Background: an optimization exercise with open tools, aiming at small area, a short achievable clock period and few clock cycles. Do not read the settings as production practice. In this exercise RTL edits were held to simulation tests only and were not proved equivalent to the original. Power figures rest on the tool's default switching activity, not on a simulated workload.

**design.v**
```verilog
package paes_pkg;
  localparam int NUM_LEVELS  = 8;
  localparam int LEVEL_DEPTH = 16;
  localparam int ID_BITS     = 8;
  localparam int LVL_W  = (NUM_LEVELS > 1) ? $clog2(NUM_LEVELS) : 1;
  localparam int Q_W    = LVL_W + 1;
  localparam int NQ     = 2 ** Q_W;
  localparam int PTR_W  = $clog2(LEVEL_DEPTH);
  localparam int CNT_W  = $clog2(LEVEL_DEPTH + 1);
  localparam int ADDR_W = Q_W + PTR_W;
  localparam int MEM_DEPTH = 2 ** ADDR_W;
  localparam int CFG_W  = 4;
  localparam int PRIO_W = 3;
  localparam int PRI_IN_W = 4;
  localparam logic [CFG_W-1:0] LEVELS_RESET = CFG_W'(4);
  typedef enum logic {
    OP_ADD  = 1'b0,
    OP_TAKE = 1'b1
  } op_t;
  typedef enum logic [1:0] {
    ST_OK    = 2'd0,
    ST_FULL  = 2'd1,
    ST_RANGE = 2'd2,
    ST_EMPTY = 2'd3
  } status_t;
  typedef struct packed {
    logic             found;
    logic [LVL_W-1:0] level;
  } pick_t;
endpackage
import paes_pkg::*;
module paes_pick (
  input  logic [NUM_LEVELS-1:0] nonempty,
  input  logic [CFG_W:0]        levels,
  output paes_pkg::pick_t                 pick
);
  always_comb begin
    pick = '0;
    for (int l = 0; l < NUM_LEVELS; l++) begin
      if (nonempty[l] && ((CFG_W + 1)'(l) < levels)) begin
        pick.found = 1'b1;
        pick.level = LVL_W'(l);
      end
    end
  end
endmodule
module paes_ram #(
  parameter int WIDTH = 8,
  parameter int DEPTH = 256
) (
  input  logic                     clk,
  input  logic                     we,
  input  logic [$clog2(DEPTH)-1:0] waddr,
  input  logic [WIDTH-1:0]         wdata,
  input  logic                     re,
  input  logic [$clog2(DEPTH)-1:0] raddr,
  output logic [WIDTH-1:0]         rdata
);
  logic [WIDTH-1:0] mem [DEPTH];
  always_ff @(posedge clk) begin
    if (we) begin
      mem[waddr] <= wdata;
    end
    if (re) begin
      rdata <= mem[raddr];
    end
  end
endmodule
import paes_pkg::*;
module priority_active_expired_scheduler (
  input  logic                clk,
  input  logic                rst,
  input  logic                cfg_write,
  input  logic [CFG_W-1:0]    cfg_data,
  input  logic                req_valid,
  output logic                req_ready,
  input  logic                req_operation,
  input  logic [ID_BITS-1:0]  req_proc_id,
  input  logic [PRI_IN_W-1:0] req_dynamic_priority,
  input  logic [PRI_IN_W-1:0] req_static_prio,
  output logic                rsp_valid,
  input  logic                rsp_ready,
  output logic [1:0]          rsp_status,
  output logic [ID_BITS-1:0]  rsp_next_id,
  output logic [PRIO_W-1:0]   rsp_priority_now,
  output logic                rsp_banks_swapped
);
  logic [CFG_W-1:0] levels_in_use;
  logic [CFG_W:0]   levels_eff;
  logic             bank;
  logic [CNT_W-1:0] count [NQ];
  logic [PTR_W-1:0] head  [NQ];
  logic [PTR_W-1:0] tail  [NQ];
  logic               s1_valid;
  paes_pkg::status_t          s1_status;
  logic [ID_BITS-1:0] s1_id;
  logic [LVL_W-1:0]   s1_lvl;
  logic               s1_swapped;
  logic               s1_from_ram;
  logic               s1_adv;
  logic               acc;
  logic [NUM_LEVELS-1:0] ne0, ne1;
  paes_pkg::pick_t               pick0, pick1, pick_act, pick_oth;
  logic             expired;
  logic [PRI_IN_W-1:0] tgt_raw;
  logic             tgt_ok;
  logic [LVL_W-1:0] tgt_lvl;
  logic [Q_W-1:0]   qa;
  logic             add_full;
  logic             add_do;
  logic             pop_bank;
  logic             pop_found;
  logic [LVL_W-1:0] pop_lvl;
  logic [Q_W-1:0]   qp;
  logic             take_do;
  paes_pkg::status_t          st_next;
  logic [LVL_W-1:0]   lvl_next;
  logic [ID_BITS-1:0] ram_rdata;
  always_comb begin
    if (levels_in_use == '0) begin
      levels_eff = (CFG_W + 1)'(1);
    end else if ({1'b0, levels_in_use} > (CFG_W + 1)'(NUM_LEVELS)) begin
      levels_eff = (CFG_W + 1)'(NUM_LEVELS);
    end else begin
      levels_eff = {1'b0, levels_in_use};
    end
  end
  always_comb begin
    for (int l = 0; l < NUM_LEVELS; l++) begin
      ne0[l] = count[{1'b0, LVL_W'(l)}] != '0;
      ne1[l] = count[{1'b1, LVL_W'(l)}] != '0;
    end
  end
  paes_pick u_pick0 (.nonempty(ne0), .levels(levels_eff), .pick(pick0));
  paes_pick u_pick1 (.nonempty(ne1), .levels(levels_eff), .pick(pick1));
  assign pick_act = bank ? pick1 : pick0;
  assign pick_oth = bank ? pick0 : pick1;
  assign expired = req_dynamic_priority[PRI_IN_W-1];
  assign tgt_raw = expired ? (req_static_prio - PRI_IN_W'(1))
                           : req_dynamic_priority;
  assign tgt_ok  = !(expired && req_static_prio == '0)
                   && ({1'b0, tgt_raw} < levels_eff);
  assign tgt_lvl = tgt_raw[LVL_W-1:0];
  assign qa      = {bank ^ expired, tgt_lvl};
  assign add_full = count[qa] == CNT_W'(LEVEL_DEPTH);
  assign pop_bank  = pick_act.found ? bank : ~bank;
  assign pop_found = pick_act.found || pick_oth.found;
  assign pop_lvl   = pick_act.found ? pick_act.level : pick_oth.level;
  assign qp        = {pop_bank, pop_lvl};
  assign s1_adv    = !rsp_valid || rsp_ready;
  assign req_ready = !s1_valid || s1_adv;
  assign acc       = req_valid && req_ready;
  assign add_do    = acc && req_operation == OP_ADD && tgt_ok && !add_full;
  assign take_do   = acc && req_operation == OP_TAKE && pop_found;
  always_comb begin
    st_next  = ST_OK;
    lvl_next = '0;
    if (req_operation == OP_ADD) begin
      if (!tgt_ok) begin
        st_next = ST_RANGE;
      end else begin
        lvl_next = tgt_lvl;
        if (add_full) begin
          st_next = ST_FULL;
        end
      end
    end else if (pop_found) begin
      lvl_next = pop_lvl;
    end else begin
      st_next = ST_EMPTY;
    end
  end
  paes_ram #(
    .WIDTH (ID_BITS),
    .DEPTH (MEM_DEPTH)
  ) u_ram (
    .clk   (clk),
    .we    (add_do),
    .waddr ({qa, tail[qa]}),
    .wdata (req_proc_id),
    .re    (take_do),
    .raddr ({qp, head[qp]}),
    .rdata (ram_rdata)
  );
  always_ff @(posedge clk) begin
    if (rst) begin
      levels_in_use <= LEVELS_RESET;
    end else if (cfg_write) begin
      levels_in_use <= cfg_data;
    end
  end
  always_ff @(posedge clk) begin
    if (rst) begin
      bank <= 1'b0;
      for (int i = 0; i < NQ; i++) begin
        count[i] <= '0;
        head[i]  <= '0;
        tail[i]  <= '0;
      end
    end else begin
      if (acc && req_operation == OP_TAKE && !pick_act.found) begin
        bank <= ~bank;
      end
      if (add_do) begin
        count[qa] <= count[qa] + CNT_W'(1);
        tail[qa]  <= (tail[qa] == PTR_W'(LEVEL_DEPTH - 1)) ? '0 : tail[qa] + PTR_W'(1);
      end
      if (take_do) begin
        count[qp] <= count[qp] - CNT_W'(1);
        head[qp]  <= (head[qp] == PTR_W'(LEVEL_DEPTH - 1)) ? '0 : head[qp] + PTR_W'(1);
      end
    end
  end
  always_ff @(posedge clk) begin
    if (rst) begin
      s1_valid <= 1'b0;
    end else if (req_ready) begin
      s1_valid <= req_valid;
    end
  end
  always_ff @(posedge clk) begin
    if (acc) begin
      s1_status   <= st_next;
      s1_lvl      <= lvl_next;
      s1_id       <= (req_operation == OP_ADD) ? req_proc_id : '0;
      s1_swapped  <= (req_operation == OP_TAKE) && !pick_act.found;
      s1_from_ram <= take_do;
    end
  end
  always_ff @(posedge clk) begin
    if (rst) begin
      rsp_valid <= 1'b0;
    end else if (s1_adv) begin
      rsp_valid <= s1_valid;
    end
  end
  always_ff @(posedge clk) begin
    if (s1_adv && s1_valid) begin
      rsp_status        <= s1_status;
      rsp_next_id       <= s1_from_ram ? ram_rdata : s1_id;
      rsp_priority_now  <= PRIO_W'({{PRIO_W{1'b0}}, s1_lvl});
      rsp_banks_swapped <= s1_swapped;
    end
  end
endmodule
```
**run.sh**
```bash
#!/bin/bash
# synth_recipe.tcl (not shown) runs the flow's synth.tcl, then flattens the netlist and writes it again
# the make line also repeats each setting of config.mk as NAME=value (left out here)
make -C /OpenROAD-flow-scripts/flow DESIGN_CONFIG=/design/flow/config.mk WORK_HOME=/design/flow/orfs CLKGATE_MAP_FILE= SYNTH_SCRIPT=/design/flow/synth_recipe.tcl finish
```
**config.mk**
```make
export PLATFORM = sky130hd
export DESIGN_NAME = priority_active_expired_scheduler
export DESIGN_NICKNAME = priority_active_expired_scheduler
export VERILOG_FILES = /design/flow/design.v
export SDC_FILE = /design/flow/constraint.sdc
export NUM_CORES = 4
export LEC_CHECK = 0
export CAP_MARGIN = 20
export CORE_MARGIN = 2
export CORE_UTILIZATION = 40
export SLEW_MARGIN = 20
```
**constraint.sdc**
```tcl
create_clock -name core_clock -period 7.5 [get_ports {clk}]
set_input_delay 1.5000 -clock core_clock [delete_from_list [all_inputs] [get_ports {clk}]]
set_output_delay 1.5000 -clock core_clock [all_outputs]
set_load 0.01 [all_outputs]
```
==> summary.md <==
| Metric | Value |
|---|---|
| Worst r2r path cells | 22 |
| Final nets | about 7,700 |
| WL per Instance | 29.2 um |
| Peak supply drop | 0.234 mV |
| Post-CTS sizing | 0 |
| Dpl cell area | 101,000 um^2 |
| Most common cell after layout, fill and taps aside | edfxtp_1 |
| Power Dens Cells | 324 nW/um^2 |
| Register bit total from synthesis | 2,300 |
| Synth warn | 3 |
| Cell count after synthesis | 7,467 |
| # setup viols final | 0 |
| Vias in the first global route | 61,724 |
| Share of the synthesized area in the top cell type | 72.1% |
| Fillers | 20,972 |
| CP Max Fanout | 28 |
| Initial DRC count | 9,905 |
| Worst EP required | 8.15 ns |
| Final Critical Period | 7.14 ns |
| Core area | 238,000 um^2 |
| Asr flop ratio synth | 0% |
| Arrival time at the worst endpoint | slightly below 8 ns |
| Final Hold Fails | 0 |
| Layout area overhead | 14.0% |
| Area of the multi-input gates | between 20,000 and 25,000 um^2 |
| Design Area, Final | between 100,000 and 150,000 um^2 |
| Via density per instance | 5.95 |
| Detailed placer's ending HPWL | 202,000 um |
| Final setup TNS | 0 ns |
| I/O pin cnt | 42 |
| Hold Buf Count CTS | 0 |
| Netlist cell types | 88 |
| R2R setup slack | around 0.36 ns |
| Avg Inst Size Synth | about 13 um^2 |
| Root Buffer | clkbuf_16 |
| Kind of start point of the critical path | register |
| Post-Route WL | 321,000 um |
| Hold path endpoint | rsp_status[0] |
| CTS buffer count | 226 |
| Pre-Repair DR Iteration Count | 8 |
| Post-synth EDFFs | 2,293 |
| Number of routed nets with antenna violations | 0 |
| I/O Buffers | 41 |
| Layout cells sized above 1 | 10.5% |
| Total GRT Usage | 25.8% |
| Residual DRC | 0 |
| Initial Utilization | 40.2% |
| Hold crit path type | register to register |
| Pleak | 37.0 nW |
| Setup bufs post-CTS | 0 |
| GRT overflow | 0 |
| Die area | 243,000 um^2 |
| Synthesized cell area | approximately 96,000 um^2 |
| Reg-to-reg startpoint | count[14][0] |
| FMAX | 140 MHz |
| Max Root-Sink Buffers | 3 |
| RR Endpoint | u_ram.rdata[3] |
| Final slew viol count | 0 |
| Final period util | 95.2% |
| Status | finished clean |
| Area contributors post-synth | edfxtp_1, nand2_1, nand3_1 |
| Non-filler cells, final | 10,989 |
| WS Path Type | register to register |
| Top_reg_cell synth | edfxtp_1 |
| Sequential area share after synthesis | 72.2% |
| Rows | 179 |
| FF+latch area | about 69,000 um^2 |
| RSZ-0062 raised after global routing | no |
| Crit end category | register |
| Clk latency of the worst-skew pair | 0.91 ns |
| Die X | 493 um |
| Die extent in y | around 490 um |
| Htree depth | 4 |
| Yosys top cell by area | edfxtp_1 |
| Placed cells | 10,557 |
| Max_slew headroom | 20.4% |
| Max Cap Violations | 0 |
| CTS tree | built |
| Most frequent cells in the layout | edfxtp_1, nand2_1, nand3_1 |
| Vias | 65,363 |
| Largest net degree at the start of global routing | 146 |
| Post-Route Skew | 0.0513 ns |
| CTS clk-pin slew, worst paths | 0.06 ns |
| # clock sinks | approximately 2,300 |
| Initial antenna violation count | 27 |
| Syn nets | 7,506 |
| Min-Delay Path Depth | 0 |
| Hold Startpoint | s1_status[0] |
| Worst slew pin tran | 1.19 ns |
| Placer Congestion | 0.982 |
| First-pass GRT wire length | roughly 450,000 um |
## stage by stage
step           hold WS [ns]  util, %  power [W]  setup slack, ns
6_report              0.419     45.8     0.0353            0.360
5_1_grt               0.425     45.8     0.0362            0.355
4_1_cts               0.420     45.8     0.0352            0.691
3_5_place_dp          0.405     42.6     0.0236            0.388
3_3_place_gp          0.409     42.6     0.0236            0.200
2_1_floorplan         0.400        -     0.0195            0.385
## state kept, by name, summed over array words and instances, names as in the netlist, 4 cells and up
signal / flops
count: 80
rsp_next_id: 8
tail: 64
u_ram.mem: 2048
head: 64
s1_id: 8
levels_in_use: 4
u_ram.rdata: 8
## critical path, stage by stage (launching register included)
cell and delay, ns:
edfxtp_1 0.43, or4_1 0.62, o21a_1 0.27, nor4_4 0.55, a31oi_4 0.36, o21bai_1 0.41, nand2_2 0.26, o311ai_1 0.58
a21o_4 0.26, inv_8 0.05, buf_12 0.18, buf_12 0.20, buf_4 0.27, nand2_1 0.09, and3_1 0.18, a311oi_1 0.05
o21ai_0 0.48, o311ai_0 0.34, buf_4 0.24, nor4_1 0.48, buf_4 0.22, nand4_1 0.10, buf_4 0.20
## synth_stat cells, types with 8 or more instances
cell / instances
a311oi_1: 174
o2111ai_1: 11
a32oi_1: 42
buf_2: 252
nor3_1: 39
a211oi_1: 21
a22oi_1: 10
nand2b_1: 52
or3_1: 12
edfxtp_1: 2293
o22ai_1: 27
nor2_1: 541
a221oi_1: 18
mux4_2: 38
ha_1: 13
nand4_1: 58
o211ai_1: 22
inv_1: 21
or4_1: 16
a21o_1: 9
mux2_2: 12
nand3_1: 713
o21a_1: 13
nor4_1: 18
mux2i_1: 177
nand2_1: 2011
a31oi_1: 64
o21ai_0: 78
clkbuf_1: 143
a21oi_1: 107
buf_1: 43
buf_4: 48
and2_1: 8
nor2b_1: 26
and3_1: 186
## kinds of logic after synthesis
kind of cell	Yosys count	share of synthesized area (%)
AOI/OAI and AO/OA	693	5.32
and+or+nand+nor	3709	16.7
adders and majority gates	13	0.170
muxes	227	2.89
DFF	2300	72.2
buffers and inverters	514	2.56
xor gates and xnor gates	11	0.101
## worst max-delay path by stage
stage	from	endpoint	slack [ns]	cells after the start
5_1_grt	count[14][0]	u_ram.rdata[2]	0.35	22
6_report	count[14][0]	u_ram.rdata[3]	0.36	22
3_3_place_gp	req_static_prio[0]	count[14][2]	0.20	18
2_1_floorplan	req_dynamic_priority[3]	u_ram.mem[144][0]	0.39	19
4_1_cts	count[14][0]	u_ram.rdata[3]	0.69	22
3_5_place_dp	req_dynamic_priority[3]	u_ram.mem[124][4]	0.39	14
## report_power, final
part           switching [W]  internal (W)
clock                0.00500       0.00669
sequential         0.0000613        0.0142
combinational        0.00661       0.00266
## cell type report
| type | count | area share (%) |
|---|---|---|
| Tap cell | 3167 | 3.64 |
| Inverter | 25 | 0.108 |
| Clock buffer | 273 | 5.39 |
| Timing Repair Buffer | 412 | 3.61 |
| Sequential cell | 2300 | 63.4 |
| Antenna cell | 9 | 0.0207 |
| Clock inverter | 150 | 1.58 |
| Multi-Input combinational cell | 4653 | 22.3 |
## routing by layer
| metal | track usage (%) | vias up | routed length [um] |
|---|---|---|---|
| met2 | 38.8 | 4272 | 142000 |
| li1 | - | 27826 | - |
| met1 | 35.1 | 32562 | 124000 |
| met3 | 6.73 | 677 | 39200 |
| met5 | 0 | - | 178 |
| met4 | 11.5 | 26 | 15000 |
Testbench counts, summed over its fixed seeds: cycles 19,248.

-- port drivers added, routing unchanged --
The flow's constraints put no driver on any port. The routed layout listed below was extracted and timed again, unchanged, in two steps. Step 1 (the two cells are an assumption about what drives the block):
set clk [get_ports {clk}]
set_driving_cell -lib_cell sky130_fd_sc_hd__clkbuf_16 $clk
set_driving_cell -lib_cell sky130_fd_sc_hd__buf_2 [delete_from_list [all_inputs] $clk]
Step 2 times the ports against the registers' clock, not the clock port: input delays grow and output delays shrink by t, the midpoint of the rising clock arrivals with the driver on. a / b / c = no drivers / after step 1 / after step 2; a / b = the first two.
t, ns: 0.970
setup WS [ns]: 0.360 / 0.360 / 0.254
latest minus earliest clock arrival (ns): 0.053 / 0.053
cell pins on the clock port's net: 1
After both steps this run still meets setup and hold. The setup slack of this run moves by 0.000 ns with the drivers and by -0.106 ns with both steps.
